What follows belongs to an exercise in optimizing a design on an open flow for small area; a production flow would make more cautious choices. Function was checked by simulation only, so behaviour that the tests miss may differ from the original. Power and IR drop assume default switching activity.

==> design.v <==
module wb_regfile_hold (
    input  logic en,
    input  logic en_n,
    input  logic w,
    input  logic q,
    output logic d
);
    assign d = (en & w) | (en_n & q);
endmodule
module wb_regfile_aoi222 (
    input  logic [2:0] s,
    input  logic [2:0] d,
    output logic       y
);
    assign y = ~|(s & d);
endmodule
module wb_regfile_nand #(
    parameter int N = 4
) (
    input  logic [N-1:0] a,
    output logic         y
);
    assign y = ~&a;
endmodule
module wb_regfile_nor #(
    parameter int N = 3
) (
    input  logic [N-1:0] a,
    output logic         y
);
    assign y = ~|a;
endmodule
module wb_regfile_and #(
    parameter int N = 3
) (
    input  logic [N-1:0] a,
    output logic         y
);
    assign y = &a;
endmodule
module wb_regfile_or #(
    parameter int N = 3
) (
    input  logic [N-1:0] a,
    output logic         y
);
    assign y = |a;
endmodule
module wb_regfile_rdbit #(
    parameter int N = 32
) (
    input  logic [N-1:0] sel,
    input  logic [N-1:0] d,
    output logic         out
);
    localparam int NG = (N - 1) / 3;   
    localparam int NY = NG + N - 3 * NG;
    logic [NY-1:0] y;
    logic [2:0]    p;
    for (genvar g = 0; g < NG; g++) begin : g_aoi
        wb_regfile_aoi222 u_aoi (.s(sel[3*g+2:3*g]), .d(d[3*g+2:3*g]), .y(y[g]));
    end
    for (genvar k = 3 * NG; k < N; k++) begin : g_one
        wb_regfile_nand #(.N(2)) u_nand (.a({sel[k], d[k]}), .y(y[NG+k-3*NG]));
    end
    if (NY == 12) begin : g_c12
        wb_regfile_nand #(.N(4)) u_nand0 (.a(y[3:0]),   .y(p[0]));
        wb_regfile_nand #(.N(4)) u_nand1 (.a(y[7:4]),   .y(p[1]));
        wb_regfile_nand #(.N(4)) u_nand2 (.a(y[11:8]),  .y(p[2]));
    end else begin : g_c11
        wb_regfile_nand #(.N(4)) u_nand0 (.a(y[3:0]),   .y(p[0]));
        wb_regfile_nand #(.N(4)) u_nand1 (.a(y[7:4]),   .y(p[1]));
        wb_regfile_nand #(.N(3)) u_nand2 (.a(y[10:8]),  .y(p[2]));
    end
    wb_regfile_or   #(.N(3)) u_or    (.a(p), .y(out));
endmodule
module wb_regfile #(
    parameter int DATA_W = 32,
    parameter int ADDR_W = 5,
    parameter int BYPASS = 1,
    parameter int CNT_W  = 16
) (
    input  logic              clk,
    input  logic              rst_n,
    input  logic              ife_wb,
    input  logic [ADDR_W-1:0] Ri_wb,
    input  logic [DATA_W-1:0] write_wb,
    input  logic [ADDR_W-1:0] Rs_id,
    input  logic [ADDR_W-1:0] Rt_id,
    output logic [DATA_W-1:0] rs_data,
    output logic [DATA_W-1:0] rt_data,
    input  logic [ADDR_W-1:0] dbg_addr,
    output logic [DATA_W-1:0] dbg_data,
    output logic [CNT_W-1:0]  wr_count,
    output logic [ADDR_W-1:0] wr_last
);
    localparam int DEPTH = 32;
    logic [DATA_W-1:0] mem   [1:DEPTH-1];
    logic [DATA_W-1:0] mem_d [1:DEPTH-1];
    logic [DEPTH-1:1]  valid;
    logic [DEPTH-1:1]  valid_d;
    logic [DEPTH-1:1]  we;
    logic [DEPTH-1:1]  we_n;
    logic [DEPTH-1:1]  vw;        
    logic              commit;
    assign commit = ife_wb && (Ri_wb != '0);
    logic [3:0] hw, hw_n, hs, ht, hd;
    logic [7:0] lw, lw_n, ls, lt, ld;
    always_comb begin
        for (int k = 0; k < 4; k++) begin
            hw[k]   = ife_wb && (Ri_wb[4:3] == 2'(k));
            hw_n[k] = !hw[k];
            hs[k]   = (Rs_id[4:3] == 2'(k));
            ht[k]   = (Rt_id[4:3] == 2'(k));
            hd[k]   = (dbg_addr[4:3] == 2'(k));
        end
        for (int j = 0; j < 8; j++) begin
            lw[j]   = (Ri_wb[2:0] == 3'(j));
            lw_n[j] = !lw[j];
            ls[j]   = (Rs_id[2:0] == 3'(j));
            lt[j]   = (Rt_id[2:0] == 3'(j));
            ld[j]   = (dbg_addr[2:0] == 3'(j));
        end
    end
    logic [DEPTH-1:0] sel_rs, sel_rt;
    logic [DEPTH-1:1] sel_dbg;
    assign sel_rs[0] = (BYPASS != 0) && ife_wb && (Rs_id == Ri_wb) && (Rs_id != '0);
    assign sel_rt[0] = (BYPASS != 0) && ife_wb && (Rt_id == Ri_wb) && (Rt_id != '0);
    for (genvar i = 1; i < DEPTH; i++) begin : g_word
        localparam int H = i / 8;
        localparam int L = i % 8;
        wb_regfile_nand #(.N(2)) u_we_n (.a({hw[H], lw[L]}), .y(we_n[i]));
        wb_regfile_nor  #(.N(2)) u_we   (.a({hw_n[H], lw_n[L]}), .y(we[i]));
        wb_regfile_or   #(.N(2)) u_vd   (.a({valid[i], we[i]}), .y(valid_d[i]));
        if (BYPASS != 0) begin : g_byp
            assign vw[i] = we_n[i];
        end else begin : g_nobyp
            assign vw[i] = 1'b1;
        end
        wb_regfile_and #(.N(4)) u_srs (.a({hs[H], ls[L], valid[i], vw[i]}), .y(sel_rs[i]));
        wb_regfile_and #(.N(4)) u_srt (.a({ht[H], lt[L], valid[i], vw[i]}), .y(sel_rt[i]));
        wb_regfile_and #(.N(3)) u_sdb (.a({hd[H], ld[L], valid[i]}), .y(sel_dbg[i]));
        for (genvar b = 0; b < DATA_W; b++) begin : g_bit
            wb_regfile_hold u_hold (
                .en(we[i]), .en_n(we_n[i]), .w(write_wb[b]), .q(mem[i][b]), .d(mem_d[i][b])
            );
        end
    end
    always_ff @(posedge clk) begin
        for (int i = 1; i < DEPTH; i++) begin
            mem[i] <= mem_d[i];
        end
    end
    always_ff @(posedge clk or negedge rst_n) begin
        if (!rst_n) begin
            valid    <= '0;
        end else begin
            valid    <= valid_d;
        end
    end
    always_ff @(posedge clk or negedge rst_n) begin
        if (!rst_n) begin
            wr_count <= '0;
            wr_last  <= '0;
        end else if (commit) begin
            wr_count <= wr_count + CNT_W'(1);
            wr_last  <= Ri_wb;
        end
    end
    for (genvar b = 0; b < DATA_W; b++) begin : g_bit
        logic [DEPTH-1:0] col;
        assign col[0] = write_wb[b];
        for (genvar i = 1; i < DEPTH; i++) begin : g_col
            assign col[i] = mem[i][b];
        end
        wb_regfile_rdbit #(.N(DEPTH))   u_rs  (.sel(sel_rs),  .d(col),             .out(rs_data[b]));
        wb_regfile_rdbit #(.N(DEPTH))   u_rt  (.sel(sel_rt),  .d(col),             .out(rt_data[b]));
        wb_regfile_rdbit #(.N(DEPTH-1)) u_dbg (.sel(sel_dbg), .d(col[DEPTH-1:1]), .out(dbg_data[b]));
    end
endmodule
==> flow/run.sh <==
#!/bin/bash
# Standard ORFS layout, with two changes: port buffers use the smallest buffer cell, and
# clock tree synthesis inserts no dummy loads.
set -euo pipefail
bash standard.sh \
  "BUFFER_PORTS_ARGS=-buffer_cell sky130_fd_sc_hd__buf_1" \
  "CTS_ARGS=-sink_clustering_enable -repair_clock_nets -dont_use_dummy_load -sink_clustering_size 14 -sink_clustering_max_diameter 100 -buf_list {sky130_fd_sc_hd__clkbuf_4 sky130_fd_sc_hd__clkbuf_8}" \
  finish > standard_flow.log 2>&1
==> standard.sh <==
#!/bin/bash
# synth_recipe.tcl (not shown) runs the flow's synth.tcl, then flattens the netlist and writes it again
# the make line also repeats each setting of config.mk as NAME=value (left out here)
make -C /OpenROAD-flow-scripts/flow DESIGN_CONFIG=/design/flow/config.mk WORK_HOME=/design/flow/orfs CLKGATE_MAP_FILE= SYNTH_SCRIPT=/design/flow/synth_recipe.tcl "${@:-finish}"
==> config.mk <==
export PLATFORM = sky130hd
export DESIGN_NAME = wb_regfile
export DESIGN_NICKNAME = wb_regfile
export VERILOG_FILES = /design/flow/design.v
export SDC_FILE = /design/flow/constraint.sdc
export NUM_CORES = 4
export LEC_CHECK = 0
export CAP_MARGIN = 20
export CELL_PAD_IN_SITES_DETAIL_PLACEMENT = 1
export CELL_PAD_IN_SITES_GLOBAL_PLACEMENT = 1
export CORE_MARGIN = 2
export CORE_UTILIZATION = 35
export PLACE_DENSITY = 0.5
export SLEW_MARGIN = 20
export SYNTH_HIERARCHICAL = 1
==> constraint.sdc <==
create_clock -name core_clock -period 8.0 [get_ports {clk}]
set_input_delay 1.6000 -clock core_clock [delete_from_list [all_inputs] [get_ports {clk}]]
set_output_delay 1.6000 -clock core_clock [all_outputs]
set_load 0.01 [all_outputs]
==> run_results.csv, run 1 <==
group,metric,value,unit
outcome,run_status,"finished clean",
grt,grt.total_usage,44.9,%
critical_path,arrival,6.01,ns
clock_tree,cts_tree,"yes",
detailed_routing,via_per_inst,8.54,
sta,drv_slew,0,
logic_synthesis,synth_edf_count,0,
logic_synthesis,synth-seq-area-share,47.5,%
clock_tree,clk_path_buf_depth,3,
clock_tree,clk_latency,0.81,ns
grt,grt_pass1_vias,48300,
floorplan,rows,130,
placement,pre_cts_ws,0.852,ns
logic_synthesis,syn_inst,3884,
sta,finalClockSkew,0.00484,ns
sta,worst_slack,0.387,ns
grt,overflow,0,
clock_tree,holdBufCountCts,0,
floorplan,fp.coreArea,0.126,mm2
floorplan,pin_count,172,
worst_hold_path,min_path_type,"reg -> reg",
floorplan,die_w,361,um
placement,port_buffers,171,
sta,hold_viol,0,
floorplan,fp.dieH,361,um
worst_hold_path,worstHoldEndpoint,"wr_count[15]",
clock_tree,clk_pin_slew_worst_paths,0.09,ns
critical_path,cpMaxStageDelayCell,"nand4_1",
sta,worst_slew_pin_slew,1.33,ns
critical_path,crit_top_cell,"buf_1",
sta,rsz0062_at_grt,"no",
detailed_routing,vias,51000,
sta,fmax,0.131,GHz
logic_synthesis,synth_ff_type,"dfxtp_1",
grt,antenna_found_initial,26,
pwr,clkPwrFrac,23.3,%
clock_tree,postCtsSetupBuffers,0,
detailed_routing,wl_per_cell,51.2,um
placement,dp_hpwl,185000,um
final_layout,final_cell_mix,"a22o_1 (994), dfxtp_1 (992), a222oi_1 (960)",
logic_synthesis,postSynthAreaPerCell,11.5,um2
critical_path,worstPathCellList,"buf_1 > buf_4 > nand2_1 > or2_2 > inv_1 > nand2_2 > and4_2 > a222oi_1 > nand4_1 > or3_1 > buf_1",
final_layout,final_common_cell,"a22o_1",
pwr,irDropWorstVdd,139,uV
critical_path,r2r-start,"wr_count[0]",
pwr,power.density,245,mW/mm2
worst_hold_path,holdPathStages,1,
clock_tree,cts_max_level,3,
sta,final.period_utilization,95.2,%
detailed_routing,drc,0,
logic_synthesis,syn_nets,3940,
pwr,intPower,8.09,mW
critical_path,path_class,"in -> out",
sta,period_minus_slack,7.61,ns
logic_synthesis,yosysTopAreaCellShare,44.6,%
critical_path,cp-start-kind,"input port",
floorplan,initial_core_util,35.4,%
pwr,swShare,34.5,%
worst_hold_path,min-delay-start,"wr_count[15]",
detailed_routing,final_antenna_net_count,0,
critical_path,critPathMaxFanout,32,
logic_synthesis,synth_seq_cells,1044,
clock_tree,cts_buffers,84,
detailed_routing,first_pass_iters,14,
logic_synthesis,netlist_area,0.0446,mm2
critical_path,required,6.40,ns
pwr,p_leak,19.2,nW
sta,slew_headroom,11.1,%
logic_synthesis,synth_area_leaders,"dfxtp_1 (45%), a222oi_1 (22%), a22o_1 (20%)",
critical_path,rrSetupSlack,6.29,ns
pwr,p_comb_share,15.7,%
floorplan,die-area,0.130,mm2
final_layout,area_growth,12.9,%
clock_tree,clock-root-buffer,"clkbuf_8",
critical_path,end_kind,"output pin",
pwr,share_seq_of_total_power,61.0,%
detailed_routing,drtIter0Drc,13000,
critical_path,reg2reg_depth,5,
sta,totalNegativeSetupSlack,0,ns
final_layout,nets,4362,
pwr,p_sw,4.25,mW
critical_path,r2r-end,"wr_count[8]",
final_layout,drive_above_1_share,10.3,%
sta,setup_viol,0,
grt,grt_max_degree,53,
clock_tree,cts.sinks,1044,
placement,gp_congestion,0.950,
detailed_routing,routed_wl,306000,um
clock_tree,cts_resized,0,
grt,grt_pass1_wl,414000,um
critical_path,cp_slowest_stage_delay,0.82,ns
logic_synthesis,yosysWarnings,10,
logic_synthesis,async_flop_share,4.98,%
logic_synthesis,ys_types,33,
run,max_cap_violations,0,
logic_synthesis,yosysTopAreaCell,"dfxtp_1",
[registers in the layout, summed over array words and instances (netlist names)]
register  count
wr_last       5
valid        31
wr_count     16
mem         992
[power by group through the flow]
stage | clock (mW) | combinational, mW | sequential (mW)
after global placement | 0 | 1.83 | 7.53
after global routing | 3.08 | 2.03 | 7.64
final | 2.88 | 1.94 | 7.52
after floorplan | 0 | 1.16 | 7.11
after detailed placement | 0 | 1.88 | 7.53
after CTS | 2.90 | 1.88 | 7.43
[area by class of cell]
type                       instances  area [um2]
inverter                          15        56.3
fill                           13800       75600
timing repair buffer             349        2050
sequential                      1044       21200
tap                             1650        2060
clock buffer                      84        1160
antenna                           21        52.6
multi-input combinational       2812       23700
[through the flow]
step	instances	hold slack (ns)	instance area, um2	power [mW]	utilization [%]
4_1_cts	5954	0.479	50200	12.2	39.9
5_1_grt	5963	0.507	50200	12.7	39.9
6_report	5975	0.478	50300	12.3	39.9
2_1_floorplan	3884	0.455	44600	8.27	-
3_3_place_gp	5868	0.461	49000	9.36	38.9
3_5_place_dp	5870	0.460	49100	9.41	39.0
[synthesized netlist by cell type, types with 12 or more instances]
library cell  number
inv_1             15
nand4_1          259
nand3_1           40
or2_1             31
nand2_1          212
dfxtp_1          992
and4_1            63
xnor2_1           12
xor2_1            12
dfrtp_1           52
and3_1            34
or3_1             98
a222oi_1         960
nor2_1            47
a22o_1           994
[kinds of logic after synthesis]
family	share of synthesized area [%]
simple gates	10.5
compound gates	41.3
fa+ha+maj	0.0281
buf+inv	0.244
mux	0.0337
xor+xnor	0.472
flops	47.5
[critical path: cells and delay by family]
kind,cells,cell delay [ns]
AO/OA/AOI/OAI,1,0.39
AND/OR/NAND/NOR,6,3.14
buffers and inverters,4,0.82
[layer usage]
| layer | wire, um | vias to the layer above | global-route usage [%] |
|---|---|---|---|
| met5 | 51 | - | 0.444 |
| met4 | 27300 | 8 | 32.8 |
| met3 | 41300 | 1163 | 15.0 |
| met2 | 123000 | 4759 | 63.2 |
| met1 | 114000 | 25800 | 56.9 |
| li1 | - | 19300 | - |
[how the worst max path moves through the flow]
stage / slack, ns / from / depth (start not counted) / end
2_1_floorplan: 1.88 / Ri_wb[1] / 7 / rs_data[0]
3_3_place_gp: 0.90 / Ri_wb[3] / 9 / rt_data[17]
3_5_place_dp: 0.85 / ife_wb / 11 / rs_data[17]
4_1_cts: 0.84 / ife_wb / 11 / rs_data[26]
5_1_grt: 0.12 / ife_wb / 11 / rs_data[17]
6_report: 0.39 / ife_wb / 11 / rt_data[17]
[modules after synthesis (local to each module, per instance), excerpt]
| module | area, um2 | flops+latches | cells | times used |
|---|---|---|---|---|
| wb_regfile | 22100 | 1044 | 1202 | 1 |
| wb_regfile_hold | 8.76 | 0 | 1 | 992 |
| wb_regfile_aoi222 | 10.0 | 0 | 1 | 960 |
==> inputs of run 2 (changes only) <==
--- a/config.mk
+++ b/config.mk
@@ -10,6 +10,6 @@
 export CELL_PAD_IN_SITES_GLOBAL_PLACEMENT = 1
 export CORE_MARGIN = 2
-export CORE_UTILIZATION = 35
-export PLACE_DENSITY = 0.5
+export CORE_UTILIZATION = 45
+export PLACE_DENSITY = 0.6
 export SLEW_MARGIN = 20
 export SYNTH_HIERARCHICAL = 1
==> run 2 against run 1 <==
  * Still clean on timing, DRC and antenna
  * Synthesized cell count did not move
  * First-iteration DRC count up 8.4%
  * Setup slack got worse by 0.13 ns
  * Sequential cell count unchanged
  * Critical path depth increased by 1
  * Die area is 22% lower
  * Routed wire length decreased by 7.8%
  * Sequential share of layout area is 0.48 points higher
  * Critical path type unchanged
  * Critical endpoint is now rs_data[25]
==> run_results.csv, run 2 <==
group,metric,value,unit
final_layout,top_regs,"mem: 992 flops, valid: 31 flops, wr_count: 16 flops",
detailed_routing,drtIter0Drc,14100,
floorplan,die_w,319,um
logic_synthesis,syn_inst,3884,
run,max_cap_violations,0,
placement,pre_cts_ws,0.827,ns
detailed_routing,via_per_inst,9.29,
detailed_routing,vias,52000,
logic_synthesis,synth_compound_area_share,41.3,%
logic_synthesis,netlist_area,0.0446,mm2
final_layout,design_area,0.0497,mm2
critical_path,cp_slowest_stage_delay,0.87,ns
placement,postPlaceCellArea,0.0484,mm2
pwr,power.density,246,mW/mm2
critical_path,required,6.40,ns
logic_synthesis,synth_edf_count,0,
logic_synthesis,synth.most_common_cell,"a22o_1",
clock_tree,cts_resized,0,
logic_synthesis,yosysTopAreaCell,"dfxtp_1",
detailed_routing,first_pass_iters,16,
critical_path,critPathMaxFanout,22,
logic_synthesis,postSynthAreaPerCell,11.5,um2
grt,overflow,0,
clock_tree,clk_path_buf_depth,3,
logic_synthesis,async_flop_share,4.98,%
grt,grt_pass1_wl,385000,um
sta,final.period_utilization,96.8,%
final_layout,final_cell_mix,"a22o_1 (994), dfxtp_1 (992), a222oi_1 (960)",
floorplan,initial_core_util,45.3,%
sta,fmax,0.129,GHz
grt,grt_pass1_vias,48700,
final_layout,final_util,50.6,%
logic_synthesis,yosys.area_share.simple,10.5,%
logic_synthesis,yosysWarnings,10,
logic_synthesis,synth_area_leaders,"dfxtp_1 (45%), a222oi_1 (22%), a22o_1 (20%)",
clock_tree,clk_latency,0.77,ns
clock_tree,clock-root-buffer,"clkbuf_8",
critical_path,end_kind,"output pin",
critical_path,rrSetupSlack,6.18,ns
logic_synthesis,synth-seq-area-share,47.5,%
final_layout,largest_reg_flops,992,
sta,totalNegativeSetupSlack,0,ns
placement,dp_hpwl,161000,um
clock_tree,cts_max_level,3,
logic_synthesis,synth_top_family_by_area,"compound AO/OA/AOI/OAI gates",
final_layout,largest_register,"mem",
sta,rsz0062_at_grt,"no",
detailed_routing,drc,0,
floorplan,die-area,0.102,mm2
final_layout,drive_above_1_share,9.14,%
sta,hold_viol,0,
logic_synthesis,yosysTopAreaCellShare,44.6,%
floorplan,pin_count,172,
worst_hold_path,min_path_type,"reg -> reg",
pwr,irDropWorstVdd,176,uV
critical_path,arrival,6.15,ns
critical_path,worstPathCellList,"buf_1 > nand2_1 > or2_2 > inv_1 > nand2_1 > buf_4 > and4_1 > buf_4 > a222oi_1 > nand4_1 > or3_1 > buf_1",
sta,slew_headroom,5.63,%
pwr,p_leak,19.1,nW
sta,worst_slack,0.255,ns
outcome,run_status,"finished clean",
logic_synthesis,syn_nets,3940,
final_layout,nets,4345,
detailed_routing,wl_per_cell,50.4,um
final_layout,area_growth,11.6,%
placement,place_inst,5487,
critical_path,cp-start-kind,"input port",
logic_synthesis,ys_types,33,
sta,worst_slew_pin_slew,1.42,ns
detailed_routing,routed_wl,282000,um
final_layout,final_common_cell,"a22o_1",
floorplan,fp.coreArea,0.0983,mm2
floorplan,rows,115,
sta,period_minus_slack,7.75,ns
sta,drv_slew,0,
logic_synthesis,synthAdderAreaFrac,0.0281,%
clock_tree,cts_buffers,84,
placement,gp_congestion,0.988,
grt,antenna_found_initial,32,
logic_synthesis,synth_mux_area_share,0.0337,%
sta,finalClockSkew,0.00472,ns
clock_tree,cts_tree,"yes",
detailed_routing,final_antenna_net_count,0,
sta,setup_viol,0,
logic_synthesis,synth_xor_area_share,0.472,%
grt,grt_max_degree,53,
floorplan,fp.dieH,319,um
critical_path,cpMaxStageDelayCell,"nand4_1",
clock_tree,cts.sinks,1044,
logic_synthesis,synth.top_cells.by_count,"a22o_1 (994), dfxtp_1 (992), a222oi_1 (960)",
final_layout,layout.cells.non_filler,5594,
critical_path,crit_buf_inv,5,
critical_path,critical_path.top_delay_family,"simple AND/OR/NAND/NOR gates",
pwr,power,12.2,mW
clock_tree,postCtsSetupBuffers,0,
placement,port_buffers,171,
clock_tree,clk_pin_slew_worst_paths,0.09,ns
logic_synthesis,synth_seq_cells,1044,
clock_tree,holdBufCountCts,0,
grt,grt.total_usage,52.7,%
sta,whs,0.481,ns
critical_path,path_class,"in -> out",
logic_synthesis,synth_ff_type,"dfxtp_1",
[run 2: cell count changes in the layout (fill, tap and decap cells not counted), moves of 3 or more]
| cell | change |
|---|---|
| and3_2 | -7 |
| buf_1 | +7 |
| nand2_2 | -8 |
| buf_12 | +5 |
| buf_4 | -22 |
| and3_1 | +3 |
| and4_2 | -18 |
| nand2_1 | +8 |
| clkbuf_2 | -7 |
| and3_4 | +4 |
| and4_1 | +17 |
[run 2: where the power goes]
group	switching, mW	internal, mW
sequential	1.26	6.24
clock	1.88	0.941
combinational	1.02	0.905
[run 2: layout make-up]
class                           instances  area, um2
Clock buffer                           84       1160
Antenna cell                           20       50.0
Sequential cell                      1044      21200
Tap cell                             1287       1610
Timing Repair Buffer                  332       1970
Multi-Input combinational cell       2812      23700
Inverter                               15       56.3
Fill cell                           10500      48600
[run 2: worst paths after layout]
| path | depth (start not counted) | from | end |
|---|---|---|---|
| worst min-delay path | 1 | wr_count[15] | wr_count[15] |
| worst min register to register | 1 | wr_count[15] | wr_count[15] |
| worst max-delay path | 12 | ife_wb | rs_data[25] |
| worst max register to register | 5 | wr_count[0] | wr_count[8] |
| max in group asynchronous | 2 | rst_n | valid[23] |
| min in group asynchronous | 2 | rst_n | wr_count[15] |
[run 2: modules after synthesis (local to each module, per instance), a selection]
module	copies in the design	area, um2	cells inside	flops+latches
wb_regfile	1	22100	1202	1044
wb_regfile_aoi222	960	10.0	1	0
wb_regfile_hold	992	8.76	1	0
[run 2: kinds of logic after synthesis]
logic type      after synthesis
xor+xnor                     24
compound gates             1959
buf+inv                      28
mux                           1
simple gates                827
flops                      1044
fa+ha+maj                     1
[run 2: worst register-to-register path, delay by kind of cell, from the launching register on]
kind	cells	cell delay [ns]
compound gates	1	0.54
xor+xnor	1	0.15
fa+ha+maj	1	0.19
flops	1	0.42
simple gates	2	0.44
[run 2: layer usage]
layer	up-vias	share of wire, %	wire length [um]	GRT usage (%)
li1	19300	-	-	-
met5	-	0.24	669	2.55
met3	1575	17	48100	25.6
met1	25500	34	95400	63.0
met2	5623	39	109000	71.4
met4	32	10	28700	41.3
==> inputs of run 3 (changes only) <==
==> flow/run.sh (replaced) <==
#!/bin/bash
# Standard ORFS layout with these changes after synthesis: port buffers use the smallest buffer
# cell, clock tree synthesis inserts no dummy loads and uses smaller clusters and buffers, and the
# resizer may not use the mid-size buffers buf_4/6/8 (it falls back to buf_2 or larger ones).
set -euo pipefail
bash standard.sh synth > standard_synth.log 2>&1
DU=$(make -s -C "$FLOW_HOME" DESIGN_CONFIG="$PWD/config.mk" WORK_HOME="$PWD/orfs" print-DONT_USE_CELLS | sed 's/^DONT_USE_CELLS: *//')
bash standard.sh \
  "DONT_USE_CELLS=$DU sky130_fd_sc_hd__buf_4 sky130_fd_sc_hd__buf_6 sky130_fd_sc_hd__buf_8" \
  "BUFFER_PORTS_ARGS=-buffer_cell sky130_fd_sc_hd__buf_1" \
  "CTS_ARGS=-sink_clustering_enable -repair_clock_nets -dont_use_dummy_load -sink_clustering_size 14 -sink_clustering_max_diameter 100 -buf_list {sky130_fd_sc_hd__clkbuf_4 sky130_fd_sc_hd__clkbuf_8}" \
  finish > standard_flow.log 2>&1
==> run 3 against run 2 <==
  * Via count rose by 0.38%
  * Synthesized cell count unchanged
  * Global-route usage decreased by 0.32 points
  * Power barely moved
  * Area after synthesis is the same
  * Clock skew about the same
  * Routed wire length shrank 1.1%
  * Utilization shrank 0.14 points
==> run_results.csv, run 3 <==
group,metric,value,unit
detailed_routing,routed_wl,279000,um
placement,postPlaceCellArea,0.0482,mm2
placement,dp_hpwl,172000,um
final_layout,top_regs,"mem: 992 flops, valid: 31 flops, wr_count: 16 flops",
logic_synthesis,synth_xor_area_share,0.472,%
critical_path,required,6.40,ns
final_layout,nets,4394,
floorplan,initial_core_util,45.3,%
final_layout,area_growth,11.3,%
grt,grt_pass1_wl,384000,um
critical_path,path_class,"in -> out",
worst_hold_path,min_path_type,"reg -> reg",
clock_tree,cts_resized,0,
clock_tree,cts_buffers,84,
logic_synthesis,yosysTopAreaCellShare,44.6,%
logic_synthesis,syn_inst,3884,
sta,setup_viol,0,
placement,port_buffers,171,
logic_synthesis,synth_edf_count,0,
sta,period_minus_slack,7.52,ns
logic_synthesis,ys_types,33,
final_layout,final_cell_mix,"a22o_1 (994), dfxtp_1 (992), a222oi_1 (960)",
placement,gp_congestion,0.992,
logic_synthesis,yosys.area_share.simple,10.5,%
grt,grt_max_degree,34,
logic_synthesis,synth_top_family_by_area,"compound AO/OA/AOI/OAI gates",
run,max_cap_violations,0,
clock_tree,holdBufCountCts,0,
floorplan,die_w,319,um
clock_tree,cts.sinks,1044,
logic_synthesis,yosysWarnings,10,
logic_synthesis,synthAdderAreaFrac,0.0281,%
clock_tree,postCtsSetupBuffers,0,
final_layout,largest_register,"mem",
logic_synthesis,synth_compound_area_share,41.3,%
critical_path,arrival,5.92,ns
logic_synthesis,postSynthAreaPerCell,11.5,um2
sta,drv_slew,0,
logic_synthesis,synth_seq_cells,1044,
logic_synthesis,async_flop_share,4.98,%
detailed_routing,drtIter0Drc,14300,
detailed_routing,vias,52200,
grt,antenna_found_initial,32,
final_layout,design_area,0.0496,mm2
sta,hold_viol,0,
clock_tree,clock-root-buffer,"clkbuf_8",
pwr,irDropWorstVdd,135,uV
outcome,run_status,"finished clean",
final_layout,drive_above_1_share,10.2,%
detailed_routing,via_per_inst,9.23,
sta,whs,0.493,ns
floorplan,rows,115,
detailed_routing,first_pass_iters,15,
floorplan,fp.dieH,319,um
sta,worst_slew_pin_slew,1.36,ns
sta,slew_headroom,9.38,%
critical_path,cp-start-kind,"input port",
final_layout,n_fill_cell,10600,
logic_synthesis,synth_mux_area_share,0.0337,%
grt,grt.total_usage,52.4,%
logic_synthesis,synth-seq-area-share,47.5,%
logic_synthesis,synth_ff_type,"dfxtp_1",
sta,final.period_utilization,94.0,%
critical_path,critPathMaxFanout,18,
final_layout,final_common_cell,"a22o_1",
detailed_routing,wl_per_cell,49.3,um
logic_synthesis,yosysTopAreaCell,"dfxtp_1",
sta,totalNegativeSetupSlack,0,ns
critical_path,end_kind,"output pin",
clock_tree,clk_latency,0.76,ns
logic_synthesis,synth_area_leaders,"dfxtp_1 (45%), a222oi_1 (22%), a22o_1 (20%)",
sta,fmax,0.133,GHz
floorplan,pin_count,172,
sta,rsz0062_at_grt,"no",
clock_tree,cts_tree,"yes",
logic_synthesis,synth.most_common_cell,"a22o_1",
logic_synthesis,netlist_area,0.0446,mm2
clock_tree,cts_max_level,3,
floorplan,die-area,0.102,mm2
sta,finalClockSkew,0.00512,ns
logic_synthesis,syn_nets,3940,
logic_synthesis,synth.top_cells.by_count,"a22o_1 (994), dfxtp_1 (992), a222oi_1 (960)",
detailed_routing,final_antenna_net_count,0,
floorplan,fp.coreArea,0.0983,mm2
clock_tree,clk_path_buf_depth,3,
grt,overflow,0,
pwr,p_leak,19.2,nW
final_layout,largest_reg_flops,992,
detailed_routing,drc,0,
clock_tree,clk_pin_slew_worst_paths,0.09,ns
pwr,power.density,247,mW/mm2
grt,grt_pass1_vias,49200,
==> run 3: cell counts after synthesis <==
No cell type changed its count.
==> run 3: where the power goes <==
part,internal (mW),total [mW],switching [mW]
sequential,6.24,7.52,1.28
clock,0.940,2.81,1.87
combinational,0.900,1.92,1.02
total,8.08,12.2,4.16
==> run 3: critical path, stage by stage <==
cell and delay [ns]:
buf_1 0.09, buf_2 0.27, nand2_1 0.11, or2_2 0.48
inv_1 0.39, nand2_1 0.16, and4_1 0.51, buf_2 0.45
a222oi_1 0.41, nand4_1 0.65, or3_1 0.61, buf_1 0.15
==> run 3: modules after synthesis, one instance, submodules excluded, a selection <==
| module | cells | area, um2 | flip-flops and latches |
|---|---|---|---|
| wb_regfile | 1202 | 22100 | 1044 |
| wb_regfile_aoi222 | 1 | 10.0 | 0 |
| wb_regfile_hold | 1 | 8.76 | 0 |
==> run 3: cells by family (layout without fill, tap and decap cells) <==
logic type	count (synthesis)	in the layout
other cells	0	33
simple gates	827	827
buf+inv	28	480
fa+ha+maj	1	1
flops	1044	1044
compound gates	1959	1959
mux	1	1
xor+xnor	24	24
==> run 3: path summary, 6_finish.rpt <==
kind	depth (start not counted)	slack [ns]	to	start
worst max-delay path	12	0.48	rs_data[25]	ife_wb
worst min-delay path	2	0.49	wr_last[0]	wr_last[0]
worst max register to register	5	6.25	wr_count[8]	wr_count[0]
worst min register to register	2	0.49	wr_last[0]	wr_last[0]
max in group asynchronous	2	5.87	valid[16]	rst_n
min in group asynchronous	1	0.84	wr_last[3]	rst_n
==> run 3: stage by stage <==
step | power [mW] | std cells | setup slack, ns | utilization, %
final | 12.2 | 5656 | 0.483 | 50.4
after global placement | 9.27 | 5535 | 0.881 | 49.0
after CTS | 12.0 | 5619 | 0.836 | 50.2
after detailed placement | 9.35 | 5535 | 0.862 | 49.0
after global routing | 12.6 | 5642 | 0.484 | 50.4
after floorplan | 8.27 | 3884 | 1.88 | -
==> run 3: final cells by class <==
class                           instances  area (um2)  share of cell area (%)
Tap cell                             1287        1610                    3.25
Clock buffer                           84        1160                    2.33
Timing Repair Buffer                  381        1800                    3.63
Sequential cell                      1044       21200                    42.7
Multi-Input combinational cell       2812       23700                    47.8
Antenna cell                           33        82.6                   0.167
Inverter                               15        56.3                   0.114
==> run 3: metal layers <==
metal	wire, um	vias up	GRT usage [%]
li1	-	19400	-
met1	95400	25600	64.8
met2	108000	5636	70.8
met3	46000	1518	21.2
met4	28900	16	43.3
met5	207	-	1.13

[what the ideal ports hide]
How much do the figures lean on ideal ports? The routed layouts below were timed once more, with nothing changed but the port constraints.
Step 1 assumes that a clkbuf_16 drives the clock port and a buf_2 every other input.
Step 2 times the ports against the registers' clock, not the clock port: input delays grow and output delays shrink by t, the midpoint of the rising clock arrivals with the driver on.
a / b / c = no drivers / after step 1 / after step 2; a / b = the first two.
| run | t (ns) | setup slack, ns | worst register clock-pin slew, ns | worst slew at a driven data input, ns | pins driven straight from the clock port |
|---|---|---|---|---|---|
| run 1 | 0.907 | 0.387 / 0.364 / 0.364 | 0.12 / 0.12 | 0.18 | 1 |
| run 2 | 0.875 | 0.255 / 0.231 / 0.231 | 0.11 / 0.11 | 0.19 | 1 |
| run 3 | 0.869 | 0.483 / 0.456 / 0.456 | 0.11 / 0.11 | 0.23 | 1 |
After both steps every run listed still meets setup and hold. For run 3, which loses most, drivers alone change the setup slack by -0.027 ns; drivers and shift together by -0.027 ns.
